Source: an optimization exercise on an open RTL-to-GDS flow (aim: small area). Production flows keep margins and buffers that such runs may drop.
In this exercise RTL edits were held to simulation tests only and were not proved equivalent to the original.
Power is estimated from default activity; no workload was simulated.

File: flow/config.mk
export PLATFORM = sky130hd
export DESIGN_NAME = processor_core_top
export DESIGN_NICKNAME = processor_core_top
export VERILOG_FILES = /design/flow/design.v
export SDC_FILE = /design/flow/constraint.sdc
export NUM_CORES = 4
export LEC_CHECK = 0
export CAP_MARGIN = 15
export CORE_MARGIN = 2
export CORE_UTILIZATION = 40
export SLEW_MARGIN = 15
export SYNTH_HIERARCHICAL = 1
export SYNTH_MINIMUM_KEEP_SIZE = 0
File: flow/constraint.sdc
create_clock -name core_clock -period 10.0 [get_ports {clk}]
set_input_delay 2.0000 -clock core_clock [delete_from_list [all_inputs] [get_ports {clk}]]
set_output_delay 2.0000 -clock core_clock [all_outputs]
set_load 0.01 [all_outputs]
File: flow/design.v
module pc_rf_wbit (
    input  logic e, input logic x,
    input  logic w, input logic y,
    input  logic h, input logic q,
    output logic dn
);
    assign dn = ~((e & x) | (w & y) | (h & q));
endmodule
module pc_o22ai (
    input  logic a, input logic b, input logic c, input logic d,
    output logic y
);
    assign y = ~((a | b) & (c | d));
endmodule
module pc_rf_rbit (
    input  logic [15:0] sn,
    input  logic [15:0] d,
    input  logic        lv,
    output logic        on
);
    logic [7:0] y;
    for (genvar k = 0; k < 8; k++) begin : g_t
        pc_o22ai u (.a(sn[2*k]), .b(d[2*k]), .c(sn[2*k+1]), .d(d[2*k+1]), .y(y[k]));
    end
    assign on = ~(lv & ~(|y[3:0]) & ~(|y[7:4]));
endmodule
module pc_any16 (
    input  logic [15:0] sn,
    output logic        y
);
    assign y = ~(&sn);
endmodule
module pc_mux2i (
    input  logic s, input logic a0, input logic a1,
    output logic y
);
    assign y = ~(s ? a1 : a0);
endmodule
module pc_o21ai (
    input  logic a1, input logic a2, input logic b1,
    output logic y
);
    assign y = ~((a1 | a2) & b1);
endmodule
module pc_oh4 (
    input  logic [3:0] sn,
    input  logic [3:0] d,
    output logic       y
);
    assign y = &(sn | d);
endmodule
module pc_mux2x2 (
    input  logic       s,
    input  logic [1:0] a0,
    input  logic [1:0] a1,
    output logic [1:0] y
);
    assign y = s ? a1 : a0;
endmodule
module pc_nor3 (
    input  logic a, input logic b, input logic c,
    output logic y
);
    assign y = ~(a | b | c);
endmodule
module pc_nand3 (
    input  logic a, input logic b, input logic c,
    output logic y
);
    assign y = ~(a & b & c);
endmodule
module pc_or2b (
    input  logic a, input logic bn,
    output logic y
);
    assign y = a | ~bn;
endmodule
module pc_nor2 (
    input  logic a, input logic b,
    output logic y
);
    assign y = ~(a | b);
endmodule
module pc_lut2 (
    input  logic a, input logic b, input logic [3:0] t,
    output logic y
);
    assign y = t[{b, a}];
endmodule
module pc_a21o (
    input  logic a1, input logic a2, input logic b1,
    output logic y
);
    assign y = (a1 & a2) | b1;
endmodule
module pc_and2 (
    input  logic a, input logic b,
    output logic y
);
    assign y = a & b;
endmodule
module pc_xor2 (
    input  logic a, input logic b,
    output logic y
);
    assign y = a ^ b;
endmodule
module pc_cblk4 (
    input  logic [3:0] p,
    input  logic [3:0] g,
    input  logic       ci,
    output logic [3:0] s,
    output logic       bg,
    output logic       bp,
    output logic       c3
);
    logic [4:1] lc;
    logic [3:1] c;
    logic [3:2] pp;
    assign lc[1] = g[0];
    pc_a21o  u_l2 (.a1(p[1]), .a2(lc[1]), .b1(g[1]), .y(lc[2]));
    pc_a21o  u_l3 (.a1(p[2]), .a2(lc[2]), .b1(g[2]), .y(lc[3]));
    pc_a21o  u_l4 (.a1(p[3]), .a2(lc[3]), .b1(g[3]), .y(lc[4]));
    pc_and2  u_p2 (.a(p[0]), .b(p[1]), .y(pp[2]));
    pc_and2  u_p3 (.a(pp[2]), .b(p[2]), .y(pp[3]));
    pc_and2  u_p4 (.a(pp[3]), .b(p[3]), .y(bp));
    pc_a21o  u_c1 (.a1(p[0]), .a2(ci), .b1(lc[1]), .y(c[1]));
    pc_a21o  u_c2 (.a1(pp[2]), .a2(ci), .b1(lc[2]), .y(c[2]));
    pc_a21o  u_c3 (.a1(pp[3]), .a2(ci), .b1(lc[3]), .y(c[3]));
    pc_xor2  u_s0 (.a(p[0]), .b(ci), .y(s[0]));
    pc_xor2  u_s1 (.a(p[1]), .b(c[1]), .y(s[1]));
    pc_xor2  u_s2 (.a(p[2]), .b(c[2]), .y(s[2]));
    pc_xor2  u_s3 (.a(p[3]), .b(c[3]), .y(s[3]));
    assign bg = lc[4];
    assign c3 = c[3];
endmodule
module pc_keepdec (
    input  logic [4:0] shamt,
    input  logic       lsl, input logic rsh, input logic ror, input logic rrx, input logic sh0,
    output logic [7:0] kan,
    output logic [7:0] kbn,
    output logic [3:0] kcn
);
    logic [7:0] gt, eq, ka, kb;
    logic [3:0] ge, kc;
    assign kan = ~ka;
    assign kbn = ~kb;
    assign kcn = ~kc;
    for (genvar kk = 0; kk < 8; kk++) begin : g_th
        assign gt[kk] = 3'(kk) > shamt[4:2];
        assign eq[kk] = 3'(kk) == shamt[4:2];
    end
    for (genvar m = 0; m < 4; m++) begin : g_tl
        assign ge[m] = 2'(m) >= shamt[1:0];
    end
    for (genvar kk = 0; kk < 8; kk++) begin : g_k
        assign ka[kk] = (lsl && gt[kk]) || (rsh && gt[7 - kk]) || (ror && !(kk == 7 && sh0));
        assign kb[kk] = (lsl && eq[kk]) || (rsh && eq[7 - kk]) || (rrx && kk == 7);
    end
    for (genvar m = 0; m < 4; m++) begin : g_m
        assign kc[m] = (lsl && ge[m]) || (rsh && ge[3 - m]) || (rrx && m != 3);
    end
endmodule
module pc_alu (
    input  logic [31:0] rn_n,      
    input  logic [31:0] rm_n,      
    input  logic        pn,
    input  logic        pm,
    input  logic [3:0]  opcode,
    input  logic [4:0]  shamt,
    input  logic [1:0]  shtype,
    input  logic        c_in,
    output logic [31:0] res,
    output logic        arith,
    output logic        c_out,
    output logic        v_out
);
    logic lsl, lsr, asr, ror, sh0, rrx, rsh;
    assign sh0 = (shamt == 5'd0);
    assign lsl = (shtype == 2'b00);
    assign lsr = (shtype == 2'b01);
    assign asr = (shtype == 2'b10);
    assign ror = (shtype == 2'b11);
    assign rrx = ror && sh0;
    assign rsh = (lsr || asr) && !sh0;
    logic [4:0] amt;
    assign amt = lsl ? (5'd0 - shamt) : (rrx ? 5'd1 : shamt);
    logic [3:0] s1n, s2n;
    for (genvar v = 0; v < 4; v++) begin : g_sel
        assign s1n[v] = !(amt[1:0] == 2'(v));
        assign s2n[v] = !(amt[3:2] == 2'(v));
    end
    logic [31:0] st1, st2, rot;
    for (genvar j = 0; j < 32; j++) begin : g_rot
        pc_oh4 u1 (.sn(s1n), .d({rm_n[(j + 3) % 32], rm_n[(j + 2) % 32], rm_n[(j + 1) % 32], rm_n[j]}),
                   .y(st1[j]));
        pc_oh4 u2 (.sn(s2n), .d({st1[(j + 12) % 32], st1[(j + 8) % 32], st1[(j + 4) % 32], st1[j]}),
                   .y(st2[j]));
        pc_mux2i u3 (.s(amt[4]), .a0(st2[j]), .a1(st2[(j + 16) % 32]), .y(rot[j]));
    end
    logic [7:0] kan, kbn;
    logic [3:0] kcn;
    pc_keepdec u_kd (.shamt(shamt), .lsl(lsl), .rsh(rsh), .ror(ror), .rrx(rrx), .sh0(sh0),
                     .kan(kan), .kbn(kbn), .kcn(kcn));
    logic rm31, fill, fill31;
    logic fillx, fill31x;
    assign rm31    = ~rm_n[31] ^ pm;
    assign fill    = asr && rm31;
    assign fill31  = rrx ? c_in : fill;
    assign fillx   = fill ^ pm;
    assign fill31x = fill31 ^ pm;
    logic [31:0] keep, op2_n;
    for (genvar j = 0; j < 32; j++) begin : g_op2
        pc_o21ai uk (.a1(kbn[j / 4]), .a2(kcn[j % 4]), .b1(kan[j / 4]), .y(keep[j]));
        pc_mux2i um (.s(keep[j]), .a0((j == 31) ? fill31x : fillx), .a1(rot[j]), .y(op2_n[j]));
    end
    logic sh_c;
    assign sh_c = lsl ? (sh0 ? c_in : rot[0] ^ pm) : rot[31] ^ pm;
    logic [3:0] tp;
    logic       cin, ia;
    always_comb begin
        cin = 1'b0;
        arith = 1'b1;
        ia = 1'b0;
        case (opcode)
            4'h0, 4'h8: begin tp = 4'b1000; arith = 1'b0; end            
            4'h1, 4'h9: begin tp = 4'b0110; arith = 1'b0; end            
            4'h2, 4'hA: begin tp = 4'b1001; cin = 1'b1; end             
            4'h3:       begin tp = 4'b1001; cin = 1'b1; ia = 1'b1; end  
            4'h4, 4'hB: begin tp = 4'b0110; end                         
            4'h5:       begin tp = 4'b0110; cin = c_in; end             
            4'h6:       begin tp = 4'b1001; cin = c_in; end             
            4'h7:       begin tp = 4'b1001; cin = c_in; ia = 1'b1; end  
            4'hC:       begin tp = 4'b1110; arith = 1'b0; end            
            4'hD:       begin tp = 4'b1100; arith = 1'b0; end            
            4'hE:       begin tp = 4'b0010; arith = 1'b0; end            
            default:    begin tp = 4'b0011; arith = 1'b0; end            
        endcase
    end
    logic [3:0] tpx;
    always_comb begin
        for (int i = 0; i < 4; i++) begin
            tpx[i] = tp[{~i[1] ^ pm, ~i[0] ^ pn}];
        end
    end
    logic u0, u1;
    assign u0 = arith && !(ia ^ pn);
    assign u1 = arith && (ia ^ pn);
    logic [31:0] p, g, an;
    for (genvar j = 0; j < 32; j++) begin : g_pg
        pc_lut2  up (.a(rn_n[j]), .b(op2_n[j]), .t(tpx), .y(p[j]));
        pc_mux2i ua (.s(rn_n[j]), .a0(u0), .a1(u1), .y(an[j]));
        pc_nor2  ug (.a(p[j]), .b(an[j]), .y(g[j]));
    end
    logic [8:0] bc;
    logic [7:0] bg, bp, bc3;
    assign bc[0] = cin;
    for (genvar k = 0; k < 8; k++) begin : g_blk
        pc_cblk4 u (.p(p[4*k +: 4]), .g(g[4*k +: 4]), .ci(bc[k]), .s(res[4*k +: 4]),
                    .bg(bg[k]), .bp(bp[k]), .c3(bc3[k]));
        assign bc[k+1] = bg[k] | (bp[k] & bc[k]);
    end
    assign c_out = arith ? bc[8] : sh_c;
    assign v_out = bc[8] ^ bc3[7];    
endmodule
module processor_core_top (
    input  logic        clk,
    input  logic        rst_n,
    input  logic [31:0] if_instr,
    input  logic        if_instr_valid,
    input  logic        ext_wr_valid,
    input  logic [3:0]  ext_wr_addr,
    input  logic [31:0] ext_wr_data,
    output logic [31:0] result,
    output logic        result_valid,
    output logic [3:0]  flags
);
    logic [31:0] r_regs [16];
    logic [15:0] r_live;
    logic        r_par;
    logic [3:0]  r_flags;
    logic [31:0] r_result;
    logic        r_result_valid;
    logic [3:0]  w_cond, w_opcode, w_rn_idx, w_rd_idx, w_rm_idx;
    logic [2:0]  w_class;
    logic        w_s, w_bit4;
    logic        w_n, w_z, w_c, w_v;
    assign w_cond    = if_instr[31:28];
    assign w_class   = if_instr[27:25];
    assign w_opcode  = if_instr[24:21];
    assign w_s       = if_instr[20];
    assign w_rn_idx  = if_instr[19:16];
    assign w_rd_idx  = if_instr[15:12];
    assign w_rm_idx  = if_instr[3:0];
    assign w_bit4    = if_instr[4];
    assign {w_n, w_z, w_c, w_v} = r_flags;
    logic [3:0] w_rn_lo, w_rn_hi, w_rm_lo, w_rm_hi;
    for (genvar v = 0; v < 4; v++) begin : g_pre_r
        assign w_rn_lo[v] = (w_rn_idx[1:0] == 2'(v));
        assign w_rn_hi[v] = (w_rn_idx[3:2] == 2'(v));
        assign w_rm_lo[v] = (w_rm_idx[1:0] == 2'(v));
        assign w_rm_hi[v] = (w_rm_idx[3:2] == 2'(v));
    end
    logic [15:0] w_rn_seln, w_rm_seln;
    logic [31:0] w_rn_n, w_rm_n;
    logic        w_rn_live, w_rm_live;
    for (genvar i = 0; i < 16; i++) begin : g_rsel
        pc_nand3 u_n (.a(w_rn_lo[i % 4]), .b(w_rn_hi[i / 4]), .c(r_live[i]), .y(w_rn_seln[i]));
        pc_nand3 u_m (.a(w_rm_lo[i % 4]), .b(w_rm_hi[i / 4]), .c(r_live[i]), .y(w_rm_seln[i]));
    end
    pc_any16 u_rn_live (.sn(w_rn_seln), .y(w_rn_live));
    pc_any16 u_rm_live (.sn(w_rm_seln), .y(w_rm_live));
    for (genvar b = 0; b < 32; b++) begin : g_rd
        logic [15:0] col;
        for (genvar i = 0; i < 16; i++) begin : g_col
            assign col[i] = r_regs[i][b];
        end
        pc_rf_rbit u_rn (.sn(w_rn_seln), .d(col), .lv(w_rn_live), .on(w_rn_n[b]));
        pc_rf_rbit u_rm (.sn(w_rm_seln), .d(col), .lv(w_rm_live), .on(w_rm_n[b]));
    end
    logic w_cond_pass;
    always_comb begin
        case (w_cond)
            4'h0: w_cond_pass = w_z;
            4'h1: w_cond_pass = !w_z;
            4'h2: w_cond_pass = w_c;
            4'h3: w_cond_pass = !w_c;
            4'h4: w_cond_pass = w_n;
            4'h5: w_cond_pass = !w_n;
            4'h6: w_cond_pass = w_v;
            4'h7: w_cond_pass = !w_v;
            4'h8: w_cond_pass = w_c && !w_z;
            4'h9: w_cond_pass = !w_c || w_z;
            4'hA: w_cond_pass = (w_n == w_v);
            4'hB: w_cond_pass = (w_n != w_v);
            4'hC: w_cond_pass = !w_z && (w_n == w_v);
            4'hD: w_cond_pass = w_z || (w_n != w_v);
            4'hE: w_cond_pass = 1'b1;
            default: w_cond_pass = 1'b0;
        endcase
    end
    logic [31:0] w_alu;
    logic        w_arith, w_c_new, w_v_new;
    logic w_pn, w_pm;
    assign w_pn = w_rn_live && r_par;
    assign w_pm = w_rm_live && r_par;
    pc_alu u_alu (
        .rn_n(w_rn_n), .rm_n(w_rm_n), .pn(w_pn), .pm(w_pm), .opcode(w_opcode), .shamt(if_instr[11:7]),
        .shtype(if_instr[6:5]), .c_in(w_c),
        .res(w_alu), .arith(w_arith), .c_out(w_c_new), .v_out(w_v_new)
    );
    logic w_is_cmp, w_exec, w_wb;
    assign w_is_cmp = (w_opcode[3:2] == 2'b10);
    assign w_exec   = if_instr_valid && (w_class == 3'b000) && !w_bit4 && w_cond_pass
                      && (!w_is_cmp || w_s);
    assign w_wb     = w_exec && !w_is_cmp;
    logic [3:0] w_ea_lon, w_ea_hin, w_rd_lon, w_rd_hin;
    for (genvar v = 0; v < 4; v++) begin : g_pre_w
        assign w_ea_lon[v] = !(ext_wr_valid && (ext_wr_addr[1:0] == 2'(v)));
        assign w_ea_hin[v] = !(ext_wr_addr[3:2] == 2'(v));
        assign w_rd_lon[v] = !(w_wb && (w_rd_idx[1:0] == 2'(v)));
        assign w_rd_hin[v] = !(w_rd_idx[3:2] == 2'(v));
    end
    logic [15:0] w_ext_hit, w_wb_hit, w_hold, w_live_nxt;
    for (genvar i = 0; i < 16; i++) begin : g_wsel
        pc_nor2 u_e (.a(w_ea_lon[i % 4]), .b(w_ea_hin[i / 4]), .y(w_ext_hit[i]));
        pc_nor3 u_w (.a(w_ext_hit[i]), .b(w_rd_lon[i % 4]), .c(w_rd_hin[i / 4]), .y(w_wb_hit[i]));
        pc_nor2 u_h (.a(w_ext_hit[i]), .b(w_wb_hit[i]), .y(w_hold[i]));
        pc_or2b u_l (.a(r_live[i]), .bn(w_hold[i]), .y(w_live_nxt[i]));
    end
    logic [31:0] w_ext_x, w_alu_x;
    assign w_ext_x = ext_wr_data ^ {32{r_par}};
    assign w_alu_x = w_alu ^ {32{r_par}};
    for (genvar i = 0; i < 16; i++) begin : g_reg
        logic [31:0] nxt;
        for (genvar b = 0; b < 32; b++) begin : g_bit
            pc_rf_wbit u_w (
                .e(w_ext_hit[i]), .x(w_ext_x[b]),
                .w(w_wb_hit[i]),  .y(w_alu_x[b]),
                .h(w_hold[i]),    .q(r_regs[i][b]),
                .dn(nxt[b])
            );
        end
        always_ff @(posedge clk) r_regs[i] <= nxt;
    end
    always_ff @(posedge clk or negedge rst_n) begin
        if (!rst_n) begin
            r_live <= 16'd0;
            r_par  <= 1'b0;
        end else begin
            r_live <= w_live_nxt;
            r_par  <= !r_par;
        end
    end
    logic [31:0] w_result_nxt;
    for (genvar b = 0; b < 16; b++) begin : g_res
        pc_mux2x2 u_m (.s(w_exec), .a0(r_result[2*b +: 2]), .a1(w_alu[2*b +: 2]),
                       .y(w_result_nxt[2*b +: 2]));
    end
    always_ff @(posedge clk or negedge rst_n) begin
        if (!rst_n) begin
            r_flags        <= 4'b0000;
            r_result       <= 32'd0;
            r_result_valid <= 1'b0;
        end else begin
            r_result_valid <= w_exec;
            r_result       <= w_result_nxt;
            if (w_exec && w_s) begin
                r_flags[3] <= w_alu[31];
                r_flags[2] <= (w_alu == 32'd0);
                r_flags[1] <= w_c_new;
                r_flags[0] <= w_arith ? w_v_new : w_v;
            end
        end
    end
    assign result       = r_result;
    assign result_valid = r_result_valid;
    assign flags        = r_flags;
endmodule
File: flow/flow/run.sh
#!/bin/bash
# Layout flow: the standard synthesis and ORFS steps (standard.sh), with
#  - combinational cells swapped to their smallest drive strength after
#    synthesis (the flow's repair steps upsize what timing and slew need),
#  - small port buffers,
#  - a clock tree of small buffers without dummy loads.
# Each tool's output goes to its own log in this folder.
set -euo pipefail
here=$(pwd)
res=$here/orfs/results/$FLOW_PLATFORM/processor_core_top/base
export BUFFER_PORTS_ARGS="-buffer_cell sky130_fd_sc_hd__buf_1"
export CTS_ARGS="-sink_clustering_enable -repair_clock_nets -dont_use_dummy_load -buf_list {sky130_fd_sc_hd__clkbuf_8} -sink_clustering_size 16 -sink_clustering_max_diameter 80"
bash standard.sh synth > synth.log 2>&1
SYNTH_ODB=$res/1_synth.odb DONT_USE_CELLS="" openroad -no_init -exit flow/downsize.tcl > downsize.log 2>&1
touch $res/1_synth.sdc
bash standard.sh > layout.log 2>&1
File: flow/flow/downsize.tcl
# Swap every combinational cell of the synthesized netlist to the smallest
# cell of the same function (same name stem, any drive strength). The flow's
# own timing and design repair then upsizes what the layout needs.
# Flip-flops, tie cells and tap/fill cells are left alone.
read_db $::env(SYNTH_ODB)
set db [ord::get_db]
set block [[$db getChip] getBlock]
set libs [$db getLibs]
array set stems {}
foreach lib $libs {
  foreach m [$lib getMasters] {
    set n [$m getName]
    if {[regexp {^(sky130_fd_sc_hd__[a-z0-9]+)_([0-9]+)$} $n -> stem drive]} {
      lappend stems($stem) [list $m $drive [expr {[$m getWidth] * [$m getHeight]}]]
    }
  }
}
set dont_use [split $::env(DONT_USE_CELLS)]
set swapped 0
set saved 0
foreach inst [$block getInsts] {
  set m [$inst getMaster]
  set n [$m getName]
  if {![regexp {^(sky130_fd_sc_hd__[a-z0-9]+)_([0-9]+)$} $n -> stem drive]} { continue }
  if {[regexp {__(df|edf|sdf|sedf|dl|conb|tap|fill|decap|clk|lpflow|probe)} $n]} { continue }
  set area [expr {[$m getWidth] * [$m getHeight]}]
  set best $m
  set bestarea $area
  set bestdrive $drive
  foreach c $stems($stem) {
    lassign $c cm cd ca
    if {[lsearch -exact $dont_use [$cm getName]] >= 0} { continue }
    if {$ca < $bestarea || ($ca == $bestarea && $cd > $bestdrive)} {
      set best $cm; set bestarea $ca; set bestdrive $cd
    }
  }
  if {$best ne $m} {
    $inst swapMaster $best
    incr swapped
    set saved [expr {$saved + $area - $bestarea}]
  }
}
puts "downsize: swapped $swapped instances, saved [expr {$saved / 1e6}] um^2"
write_db $::env(SYNTH_ODB)
File: flow/standard.sh
#!/bin/bash
# synth_recipe.tcl (not shown) runs the flow's synth.tcl, then flattens the netlist and writes it again
# the make line also repeats each setting of config.mk as NAME=value (left out here)
make -C /OpenROAD-flow-scripts/flow DESIGN_CONFIG=/design/flow/config.mk WORK_HOME=/design/flow/orfs CLKGATE_MAP_FILE= SYNTH_SCRIPT=/design/flow/synth_recipe.tcl "${@:-finish}"
==> results.sh, run 1 <==
export IMPL_synth_top_cell_by_area="dfxtp_1"
export IMPL_wl_per_cell_um=37.85
export IMPL_cts_tree="done"
export IMPL_drt_wl_total_um=152300
export IMPL_drtPass1Iterations=14
export IMPL_antenna_found_initial=3
export IMPL_hpwl_um=88680
export IMPL_hold_path_class="reg -> reg"
export IMPL_cts_resized=0
export IMPL_vdd_drop_max_mv=0.2745
export IMPL_whs_ns=0.4881
export IMPL_fin_crit_sh_pct=87.60
export IMPL_netlist_instances=2819
export IMPL_track_usage_pct=39.56
export IMPL_coreArea_sq_um=69910
export IMPL_overflow=0
export IMPL_h_tree_depth=2
export IMPL_finalHoldViolCount=0
export IMPL_grt_pass1_wl_um=215400
export IMPL_cts_buffer_depth=3
export IMPL_ctsHoldBuffers=0
export IMPL_endpoint_kind="register"
export IMPL_synthTopCellsByArea="dfxtp_1, a222oi_1, o22ai_1"
export IMPL_hold_path_startpoint="r_regs[5][12]$_DFF_P_"
export IMPL_cts_buffers=43
export IMPL_nFillCells=6736
export IMPL_cts_root_buf="clkbuf_8"
export IMPL_drive_gt1_share_pct=12.01
export IMPL_cp_slowest_cell="nand2_1"
export IMPL_die_h_um=269.3
export IMPL_synth_edff_count=0
export IMPL_syn_nets=2896
export IMPL_insertion_delay_ns=0.72
export IMPL_final_area_sq_um=31940
export IMPL_syn_area_per_cell_sq_um=9.989
export IMPL_area_growth_pct=13.43
export IMPL_seq_area_frac_synth_pct=40.81
export IMPL_finalClockSkew_ns=0.1366
export IMPL_tns_ns=0
export IMPL_globalRouteMet2Util_pct=55.77
export IMPL_path_clk_slew_ns=0.10
export IMPL_r2r_end="r_flags[2]$_DFFE_PN0P_"
export IMPL_timing_hold_worst_path_depth=1
export IMPL_drc=0
export IMPL_grt_max_degree=55
export IMPL_power_density_nw_per_um2=285.4
export IMPL_dp_cells=3978
export IMPL_dpl_instance_area_sq_um=31190
export IMPL_ios=109
export IMPL_nNetsFinal=3160
export IMPL_synth_main_ff_cell="dfxtp_1"
export IMPL_slew_viol_final=0
export IMPL_synth_top_area_share_pct=36.06
export IMPL_ys_ff_latch=566
export IMPL_dieWidth_um=269.3
export IMPL_numPortBuffers=108
export IMPL_gr_usage_met3_pct=15.98
export IMPL_yosysMostFrequentCell="o22ai_1"
export IMPL_postRouteAntennaNets=0
export IMPL_final_util_pct=45.69
export IMPL_met1_usage_pct=49.10
export IMPL_worst_pin_slew_ns=1.356
export IMPL_ys_warn_count=10
export IMPL_r2r_start="r_live[10]$_DFF_PN0_"
export IMPL_setup_violations=0
export IMPL_critical_path_class="in -> reg"
export IMPL_netlist_area_sq_um=28160
export IMPL_grt_busiest_layer="met2"
export IMPL_clock_sinks=566
export IMPL_max_stage_delay_ns=0.86
export IMPL_maxCapViolCount=0
export IMPL_r2r_cells=25
export IMPL_synth_common_cells="o22ai_1, a222oi_1, dfxtp_1, nor2_1, mux2i_1"
export IMPL_period_needed_ns=8.760
export IMPL_p_leak_nw=11.13
export IMPL_dieArea_sq_um=72530
export IMPL_worstPathMaxFanout=32
export IMPL_layout_cells_non_filler=4023
export IMPL_cts_setup_buffers=0
export IMPL_grt_pass1_vias=31710
export IMPL_status="timing/DRC/antenna clean"
export IMPL_yosysUniqueCellTypes=67
export IMPL_rsz0062_at_grt="no"
export IMPL_initial_core_util_pct=40.28
export IMPL_via_per_inst=8.292
export IMPL_critical_path_arrival_ns=9.26
export IMPL_ys_async_sr_fraction_pct=9.541
export IMPL_max_slew_margin_pct=9.131
export IMPL_rrSetupSlack_ns=2.62
export IMPL_cp_data_required_time_ns=10.50
export IMPL_vias=33357
export IMPL_min_to="r_regs[5][12]$_DFF_P_"
export IMPL_synth_chip_area_sq_um=28430
export IMPL_gp_congestion=0.9889
export IMPL_drt_initial_drc_count=8610
export IMPL_fmax_mhz=114.2
export IMPL_worstSetupStartpointType="input port"
export IMPL_rows=97
==> Yosys stat by module, one instance, submodules excluded, a selection <==
module / area, sq um / copies in the design
pc_xor2: 8.758 / 32
pc_mux2x2: 22.52 / 16
pc_alu: 844.6 / 1
pc_any16: 32.53 / 2
pc_a21o: 7.507 / 48
pc_rf_rbit: 20.02 / 64
pc_oh4: 16.27 / 64
pc_or2b: 6.256 / 16
pc_nor3: 10.01 / 16
pc_o22ai: 6.256 / 512
pc_nand3: 5.005 / 32
pc_o21ai: 5.005 / 32
pc_lut2: 22.52 / 32
==> per-layer routing <==
layer	vias up	part of all wire, %
li1	13196	-
met1	15909	34
met2	3312	39
met3	938	18
met4	2	8.7
met5	-	0.083
==> registers in the layout, summed over array words and instances, names as in the netlist <==
| name | count |
|---|---|
| r_result_valid | 1 |
| r_flags | 4 |
| r_result | 32 |
| r_live | 16 |
| r_par | 1 |
| r_regs | 512 |
==> worst max-delay path: cells and delay by family <==
kind	cells	cell delay, ns
buffers and inverters	3	0.48
multiplexers	4	1.41
AO/OA/AOI/OAI	7	1.40
AND/OR/NAND/NOR	12	2.94
XOR/XNOR	1	0.54
adder cells (fa/ha/maj)	2	0.46
==> stage by stage <==
step / total power [W] / worst slack (ns)
2_1_floorplan: 0.005908 / 0.8539
3_3_place_gp: 0.007611 / 1.116
3_5_place_dp: 0.007730 / 0.9881
4_1_cts: 0.008853 / 1.596
5_1_grt: 0.009383 / 0.6920
6_report: 0.009114 / 1.240
==> cells in the final DEF (no fill, tap or decap), drive strengths merged, types with 6 or more instances in the layout <==
cell type / n
o22ai: 642
a222oi: 512
dfxtp: 512
nor2: 281
buf: 248
mux2i: 101
xor2: 98
nand4: 76
nor4: 74
a21o: 58
dfrtp: 54
o21ai: 46
clkbuf: 44
mux2: 40
nand3: 36
and2: 33
mux4: 32
nand2b: 28
nand2: 24
nor3: 21
a21oi: 20
nor2b: 17
inv: 13
a32oi: 7
a211oi: 6
==> power breakdown <==
| part | internal, W | switching, W |
|---|---|---|
| Clock | 0.000386 | 0.000787 |
| Combinational | 0.00148 | 0.00303 |
| Sequential | 0.00292 | 0.000512 |
| Total | 0.00479 | 0.00433 |
==> how the worst max path moves through the flow <==
stage / from / to / slack (ns) / cells after the start
finish: if_instr[7] / r_flags[2]$_DFFE_PN0P_ / 1.24 / 29
global route: if_instr[9] / r_flags[2]$_DFFE_PN0P_ / 0.69 / 27
CTS: if_instr[7] / r_flags[2]$_DFFE_PN0P_ / 1.60 / 29
detailed placement: if_instr[7] / r_flags[2]$_DFFE_PN0P_ / 0.99 / 29
global placement: if_instr[7] / r_flags[2]$_DFFE_PN0P_ / 1.12 / 29
floorplan: if_instr[16] / r_regs[12][31]$_DFF_P_ / 0.85 / 23
==> cell type report <==
type / count / area, sq um / share of cell area (%)
Timing Repair Buffer: 249 / 1503 / 4.705
Sequential cell: 566 / 11600 / 36.33
Multi-Input combinational cell: 2210 / 17010 / 53.26
Tap cell: 940 / 1176 / 3.682
Clock buffer: 43 / 591.8 / 1.853
Antenna cell: 2 / 5.005 / 0.01567
Inverter: 13 / 48.80 / 0.1528
==> cells by family after synthesis <==
kind of cell | after synthesis | share of synthesized area [%]
xor gates and xnor gates | 103 | 3.173
adders and majority gates | 5 | 0.2201
DFF | 566 | 40.81
buffers and inverters | 43 | 0.8407
muxes | 173 | 7.676
AOI/OAI and AO/OA | 1316 | 36.27
and+or+nand+nor | 613 | 11.01
==> run 2: changes to the inputs <==
--- a/flow/config.mk
+++ b/flow/config.mk
@@ -7,6 +7,6 @@
 export LEC_CHECK = 0
-export CAP_MARGIN = 15
+export CAP_MARGIN = 10
 export CORE_MARGIN = 2
 export CORE_UTILIZATION = 40
-export SLEW_MARGIN = 15
+export SLEW_MARGIN = 10
 export SYNTH_HIERARCHICAL = 1
==> run 2 against run 1 <==
Still clean. Sequential share of layout area rose by 0.094 points. Utilization fell by 0.12 points. Sequential power barely moved. Final area fell by 0.26%. Register-to-register slack got worse by 0.11 ns. Final cell count did not move. Hold slack barely moved. Critical endpoint unchanged. Largest power group unchanged. Highest routed layer unchanged.
==> results.sh, run 2 <==
export IMPL_status="timing/DRC/antenna clean"
export IMPL_worst_pin_slew_ns=1.344
export IMPL_layout_commonest_cell="o22ai_1"
export IMPL_fin_crit_sh_pct=88.52
export IMPL_period_needed_ns=8.852
export IMPL_insertion_delay_ns=0.73
export IMPL_vdd_drop_max_mv=0.3585
export IMPL_r2r_end="r_flags[2]$_DFFE_PN0P_"
export IMPL_grt_pass1_wl_um=216200
export IMPL_syn_area_per_cell_sq_um=9.989
export IMPL_tns_ns=0
export IMPL_grt_pass1_vias=31914
export IMPL_synth_edff_count=0
export IMPL_synth_common_cells="o22ai_1, a222oi_1, dfxtp_1, nor2_1, mux2i_1"
export IMPL_nNetsFinal=3160
export IMPL_ios=109
export IMPL_synth_top_cell_by_area="dfxtp_1"
export IMPL_clock_sinks=566
export IMPL_die_h_um=269.3
export IMPL_endpoint_kind="register"
export IMPL_initial_core_util_pct=40.28
export IMPL_cp_endpoint="r_flags[2]$_DFFE_PN0P_"
export IMPL_largest_registers="r_regs (512), r_result (32), r_live (16)"
export IMPL_gp_congestion=0.9889
export IMPL_cts_buffers=43
export IMPL_dieWidth_um=269.3
export IMPL_mostFrequentLayoutCells="o22ai_1, a222oi_1, dfxtp_1"
export IMPL_dieArea_sq_um=72530
export IMPL_numPortBuffers=108
export IMPL_area_growth_pct=13.13
export IMPL_netlist_area_sq_um=28160
export IMPL_fmax_mhz=113.0
export IMPL_postRouteAntennaNets=0
export IMPL_via_per_inst=8.262
export IMPL_hold_path_class="reg -> reg"
export IMPL_synth_compound_area_share_pct=36.27
export IMPL_r2r_cells=25
export IMPL_largest_reg_flops=512
export IMPL_yosysMostFrequentCell="o22ai_1"
export IMPL_r2r_start="r_live[10]$_DFF_PN0_"
export IMPL_path_clk_slew_ns=0.10
export IMPL_synth_main_ff_cell="dfxtp_1"
export IMPL_power_density_nw_per_um2=286.1
export IMPL_rsz0062_at_grt="no"
export IMPL_rrSetupSlack_ns=2.51
export IMPL_p_leak_nw=11.10
export IMPL_ys_warn_count=10
export IMPL_total_power_w=0.009113
export IMPL_yosysUniqueCellTypes=67
export IMPL_cts_setup_buffers=0
export IMPL_ys_async_sr_fraction_pct=9.541
export IMPL_synthTopCellsByArea="dfxtp_1, a222oi_1, o22ai_1"
export IMPL_drc=0
export IMPL_max_flop_register="r_regs"
export IMPL_slew_viol_final=0
export IMPL_grt_max_degree=55
export IMPL_wl_per_cell_um=37.86
export IMPL_coreArea_sq_um=69910
export IMPL_drt_initial_drc_count=8555
export IMPL_hpwl_um=88720
export IMPL_synth_mux_area_share_pct=7.676
export IMPL_max_slew_margin_pct=10.09
export IMPL_syn_nets=2896
export IMPL_ys_ff_latch=566
export IMPL_synth_xor_area_share_pct=3.173
export IMPL_rows=97
export IMPL_h_tree_depth=2
export IMPL_antenna_found_initial=1
export IMPL_drt_wl_total_um=152300
export IMPL_netlist_instances=2819
export IMPL_finalHoldViolCount=0
export IMPL_vias=33240
export IMPL_synth_chip_area_sq_um=28430
export IMPL_cts_resized=0
export IMPL_worstSetupStartpointType="input port"
export IMPL_synthAdderAreaFrac_pct=0.2201
export IMPL_critical_path_arrival_ns=9.37
export IMPL_cp_data_required_time_ns=10.51
export IMPL_ctsHoldBuffers=0
export IMPL_cts_root_buf="clkbuf_8"
export IMPL_setup_violations=0
export IMPL_seq_area_frac_synth_pct=40.81
export IMPL_critical_path_class="in -> reg"
export IMPL_drive_gt1_share_pct=11.65
export IMPL_drtPass1Iterations=17
export IMPL_worstPathMaxFanout=32
export IMPL_track_usage_pct=39.71
export IMPL_synthSimpleGateAreaFrac_pct=11.01
export IMPL_cts_tree="done"
export IMPL_synth_top_family_by_area="compound AO/OA/AOI/OAI gates"
export IMPL_startpoint="if_instr[9]"
export IMPL_timing_hold_worst_path_depth=1
export IMPL_maxCapViolCount=0
export IMPL_cts_buffer_depth=3
export IMPL_synth_top_area_share_pct=36.06
export IMPL_overflow=0
export IMPL_finalClockSkew_ns=0.1366
-- run 2: cell count changes in the layout (fill, tap and decap cells not counted) --
cell,previous run,this run
xor2_1,77,88
xor2_2,21,10
-- run 2: per-layer routing --
| metal | GRT usage [%] | routed length, um | vias to the layer above |
|---|---|---|---|
| li1 | - | - | 13216 |
| met1 | 49.16 | 52370 | 15785 |
| met2 | 56.07 | 60200 | 3330 |
| met3 | 15.67 | 26420 | 907 |
| met4 | 27.78 | 13190 | 2 |
| met5 | 1.513 | 133 | - |
-- run 2: kinds of logic (layout without fill, tap and decap cells) --
| logic type | after synthesis | in the layout |
|---|---|---|
| XOR/XNOR | 103 | 103 |
| multiplexers | 173 | 173 |
| AND/OR/NAND/NOR | 613 | 613 |
| adder cells (fa/ha/maj) | 5 | 5 |
| AO/OA/AOI/OAI | 1316 | 1316 |
| other | 0 | 2 |
| flip-flops | 566 | 566 |
| buffers and inverters | 43 | 305 |
-- run 2: worst min path at each step --
stage,start,to,slack (ns)
after floorplan,r_live[0]$_DFF_PN0_,r_live[0]$_DFF_PN0_,0.46
after global placement,r_regs[0][15]$_DFF_P_,r_regs[0][15]$_DFF_P_,0.47
after detailed placement,r_regs[2][7]$_DFF_P_,r_regs[2][7]$_DFF_P_,0.47
after CTS,r_regs[9][1]$_DFF_P_,r_regs[9][1]$_DFF_P_,0.49
after global routing,r_regs[8][31]$_DFF_P_,r_regs[8][31]$_DFF_P_,0.50
final,r_regs[5][4]$_DFF_P_,r_regs[5][4]$_DFF_P_,0.49
-- run 2: per-stage QoR --
step / instances / hold WS [ns] / setup slack (ns) / util (%) / area (sq um)
2_1_floorplan: 2819 / 0.4583 / 0.8539 / - / 28160
3_3_place_gp: 3978 / 0.4664 / 1.116 / 44.61 / 31180
3_5_place_dp: 3978 / 0.4737 / 0.9752 / 44.61 / 31180
4_1_cts: 4021 / 0.4868 / 1.593 / 45.46 / 31780
5_1_grt: 4022 / 0.5049 / 0.7215 / 45.57 / 31850
6_report: 4023 / 0.4877 / 1.148 / 45.57 / 31860
-- run 2: cell type report --
class | instances | area [sq um]
Fill cell | 6794 | 38050
Multi-Input combinational cell | 2210 | 16930
Sequential cell | 566 | 11600
Timing Repair Buffer | 249 | 1503
Tap cell | 940 | 1176
Clock buffer | 43 | 591.8
Inverter | 13 | 48.80
Antenna cell | 2 | 5.005
-- run 2: report_power, final --
part | leakage (nW) | total, W | switching [W] | internal, W
Sequential | 4.98 | 0.00343 | 0.000508 | 0.00292
Combinational | 5.81 | 0.00451 | 0.00303 | 0.00148
Clock | 0.309 | 0.00117 | 0.000787 | 0.000386
Total | 11.1 | 0.00911 | 0.00433 | 0.00479
-- run 2: worst max-delay path, stage by stage --
cell and delay [ns]:
buf_1 0.55, nor3b_1 0.15, ha_1 0.28, nand2_1 0.21, inv_2 0.14, o31ai_1 0.31, nand2_1 0.75, o22ai_1 0.46
nor2_1 0.15, o22ai_1 0.15, nor2_1 0.11, mux2i_1 0.29, mux2i_1 0.18, mux4_2 0.34, nor2_1 0.06, a21o_1 0.17
a21o_1 0.17, a21o_1 0.20, o311ai_1 0.73, a21oi_1 0.32, a21o_1 0.31, a21o_1 0.18, xor2_1 0.48, nor4_1 0.12
nand4_1 0.19, nor2_1 0.06, mux2_2 0.26
-- run 2: Yosys stat by module, one instance, submodules excluded, a selection --
module,flip-flops and latches,cells inside,times used
pc_a21o,0,1,48
pc_alu,0,127,1
pc_any16,0,5,2
pc_mux2i,0,1,96
pc_nand3,0,1,32
pc_nor2,0,1,64
pc_nor3,0,1,16
pc_o21ai,0,1,32
pc_o22ai,0,1,512
pc_oh4,0,3,64
pc_or2b,0,1,16
pc_rf_rbit,0,4,64
pc_rf_wbit,0,1,512
pc_xor2,0,1,32
processor_core_top,566,734,1
==> run 3: changes to the inputs <==
--- a/flow/design.v
+++ b/flow/design.v
@@ -363,8 +363,14 @@
     end
-    logic [15:0] w_ext_hit, w_wb_hit, w_hold, w_live_nxt;
+    logic [15:0] w_ext_hit [2];
+    logic [15:0] w_wb_hit [2];
+    logic [15:0] w_hold [2];
+    logic [15:0] w_live_nxt;
     for (genvar i = 0; i < 16; i++) begin : g_wsel
-        pc_nor2 u_e (.a(w_ea_lon[i % 4]), .b(w_ea_hin[i / 4]), .y(w_ext_hit[i]));
-        pc_nor3 u_w (.a(w_ext_hit[i]), .b(w_rd_lon[i % 4]), .c(w_rd_hin[i / 4]), .y(w_wb_hit[i]));
-        pc_nor2 u_h (.a(w_ext_hit[i]), .b(w_wb_hit[i]), .y(w_hold[i]));
-        pc_or2b u_l (.a(r_live[i]), .bn(w_hold[i]), .y(w_live_nxt[i]));
+        for (genvar hf = 0; hf < 2; hf++) begin : g_hf
+            pc_nor2 u_e (.a(w_ea_lon[i % 4]), .b(w_ea_hin[i / 4]), .y(w_ext_hit[hf][i]));
+            pc_nor3 u_w (.a(w_ext_hit[hf][i]), .b(w_rd_lon[i % 4]), .c(w_rd_hin[i / 4]),
+                         .y(w_wb_hit[hf][i]));
+            pc_nor2 u_h (.a(w_ext_hit[hf][i]), .b(w_wb_hit[hf][i]), .y(w_hold[hf][i]));
+        end
+        pc_or2b u_l (.a(r_live[i]), .bn(w_hold[0][i]), .y(w_live_nxt[i]));
     end
@@ -377,5 +383,5 @@
             pc_rf_wbit u_w (
-                .e(w_ext_hit[i]), .x(w_ext_x[b]),
-                .w(w_wb_hit[i]),  .y(w_alu_x[b]),
-                .h(w_hold[i]),    .q(r_regs[i][b]),
+                .e(w_ext_hit[b / 16][i]), .x(w_ext_x[b]),
+                .w(w_wb_hit[b / 16][i]),  .y(w_alu_x[b]),
+                .h(w_hold[b / 16][i]),    .q(r_regs[i][b]),
                 .dn(nxt[b])
--- a/flow/config.mk
+++ b/flow/config.mk
@@ -7,6 +7,6 @@
 export LEC_CHECK = 0
-export CAP_MARGIN = 10
+export CAP_MARGIN = 20
 export CORE_MARGIN = 2
 export CORE_UTILIZATION = 40
-export SLEW_MARGIN = 10
+export SLEW_MARGIN = 20
 export SYNTH_HIERARCHICAL = 1
==> run 3 against run 2 <==
Combinational power shrank 2%. Sequential share of layout area fell by 0.46 points. Utilization is 0.43 points higher. First-iteration DRC count decreased by 0.91%. Flip-flop and latch count unchanged. Sequential power is essentially flat.
==> results.sh, run 3 <==
export IMPL_worstSetupStartpointType="input port"
export IMPL_critPathBufInv=2
export IMPL_max_flop_register="r_regs"
export IMPL_cts_buffer_depth=3
export IMPL_drt_initial_drc_count=8477
export IMPL_numPortBuffers=108
export IMPL_mostFrequentLayoutCells="o22ai_1, a222oi_1, dfxtp_1"
export IMPL_grt_pass1_vias=30789
export IMPL_syn_nets=2944
export IMPL_initial_core_util_pct=40.43
export IMPL_max_slew_margin_pct=14.67
export IMPL_worstPathMaxFanout=23
export IMPL_netlist_instances=2867
export IMPL_layout_commonest_cell="o22ai_1"
export IMPL_vdd_drop_max_mv=0.1942
export IMPL_grt_max_degree=55
export IMPL_hpwl_um=87950
export IMPL_track_usage_pct=35.96
export IMPL_cts_tree="done"
export IMPL_rsz0062_at_grt="no"
export IMPL_power_density_nw_per_um2=279.9
export IMPL_drive_gt1_share_pct=12.67
export IMPL_cts_resized=0
export IMPL_drc=0
export IMPL_dieArea_sq_um=73040
export IMPL_largest_reg_flops=512
export IMPL_rows=97
export IMPL_max_stage_delay_ns=1.01
export IMPL_cp_slowest_cell="nor4_1"
export IMPL_ctsHoldBuffers=0
export IMPL_antenna_found_initial=3
export IMPL_cts_buffers=44
export IMPL_layout_cells_non_filler=4116
export IMPL_whs_ns=0.4870
export IMPL_ys_warn_count=13
export IMPL_maxCapViolCount=0
export IMPL_slew_viol_final=0
export IMPL_worst_pin_slew_ns=1.268
export IMPL_path_clk_slew_ns=0.10
export IMPL_drtPass1Iterations=12
export IMPL_clock_sinks=566
export IMPL_status="timing/DRC/antenna clean"
export IMPL_overflow=0
export IMPL_insertion_delay_ns=0.72
export IMPL_area_growth_pct=13.79
export IMPL_p_leak_nw=11.37
export IMPL_largest_registers="r_regs (512), r_result (32), r_live (16)"
export IMPL_fin_crit_sh_pct=90.02
export IMPL_netlist_area_sq_um=28360
export IMPL_finalHoldViolCount=0
export IMPL_period_needed_ns=9.002
export IMPL_h_tree_depth=2
export IMPL_setup_violations=0
export IMPL_die_h_um=270.3
export IMPL_dp_cells=4068
export IMPL_critical_path_class="in -> reg"
export IMPL_critPathTopFamily="simple AND/OR/NAND/NOR gates"
export IMPL_endpoint_kind="register"
export IMPL_cts_setup_buffers=0
export IMPL_postRouteAntennaNets=0
export IMPL_hold_path_class="reg -> reg"
export IMPL_ios=109
export IMPL_nNetsFinal=3253
export IMPL_finalClockSkew_ns=0.1027
export IMPL_cts_root_buf="clkbuf_8"
export IMPL_critical_path_arrival_ns=9.60
export IMPL_multi_input_area_sq_um=16990
export IMPL_via_per_inst=7.958
export IMPL_syn_area_per_cell_sq_um=9.891
export IMPL_fmax_mhz=111.1
export IMPL_grt_pass1_wl_um=201500
export IMPL_final_util_pct=46.00
export IMPL_tns_ns=0
export IMPL_coreArea_sq_um=70150
export IMPL_gp_congestion=1.011
export IMPL_drt_wl_total_um=139400
export IMPL_seqCellArea_sq_um=11600
export IMPL_wl_per_cell_um=33.87
export IMPL_dieWidth_um=270.3
export IMPL_nFillCells=6780
export IMPL_vias=32756
export IMPL_cp_data_required_time_ns=10.60
[run 3: worst paths after layout]
kind                                       startpoint                      to  slack (ns)  cells after the start
worst max-delay path                      if_instr[0]  r_flags[2]$_DFFE_PN0P_         1.0                     27
worst min register to register  r_regs[15][9]$_DFF_P_   r_regs[15][9]$_DFF_P_        0.49                      1
worst max register to register    r_live[9]$_DFF_PN0_  r_flags[2]$_DFFE_PN0P_        2.18                     25
worst min-delay path            r_regs[15][9]$_DFF_P_   r_regs[15][9]$_DFF_P_        0.49                      1
min in group asynchronous                       rst_n     r_live[6]$_DFF_PN0_        1.46                      2
max in group asynchronous                       rst_n         r_par$_DFF_PN0_        7.89                      2
[run 3: area by class of cell]
type                    instances  share of cell area, %
multi-input cells            2258                  52.66
diodes                          2                0.01551
repair buffers                293                  5.692
well taps                     940                  3.645
inverters                      13                 0.1512
clock buffers                  44                  1.877
flip-flops and latches        566                  35.96
[run 3: power by group]
part / internal, W / switching (W) / total (W)
combinational: 0.00151 / 0.00292 / 0.00443
sequential: 0.00292 / 0.000507 / 0.00343
clock: 0.000394 / 0.000776 / 0.00117
total: 0.00483 / 0.00420 / 0.00903
[run 3: layer usage]
layer	share of wire (%)	vias up	global-route usage, %
met1	36	15631	46.80
met4	7.3	2	21.75
met2	42	3031	53.32
li1	-	13468	-
met3	15	624	9.415
met5	0.0093	-	0
[run 3: through the flow]
stage	power (W)	setup slack, ns	area, sq um
3_5_place_dp	0.007735	0.7955	31570
5_1_grt	0.009370	0.7440	32270
6_report	0.009030	0.9980	32270
3_3_place_gp	0.007610	0.6901	31530
4_1_cts	0.008865	1.408	32180
2_1_floorplan	0.005909	0.9066	28360

==> static timing again, ports no longer ideal <==
In the flow no input, the clock included, has a driving cell. The finished layouts below were timed again as built, in two steps. Step 1: set_driving_cell puts a clkbuf_16 on clk and a buf_2 on each other input, an assumption about the parent block. Step 2 also shifts input and output timing later by t, the mid clock arrival at the registers, as if the neighbouring blocks saw the same clock. a / b / c = ideal / step 1 / step 2; a / b = the first two.
run	t, ns	setup WS [ns]	slew at the worst register clock pin (ns)
run 1	0.710	1.240 / 1.280 / 0.570	0.11 / 0.11
run 2	0.723	1.148 / 1.183 / 0.460	0.12 / 0.12
run 3	0.728	0.998 / 1.035 / 0.308	0.11 / 0.11
After both steps setup and hold are still met in every run listed. The setup slack of run 3, which loses most, moves by +0.037 ns with the drivers and by -0.690 ns with both steps.
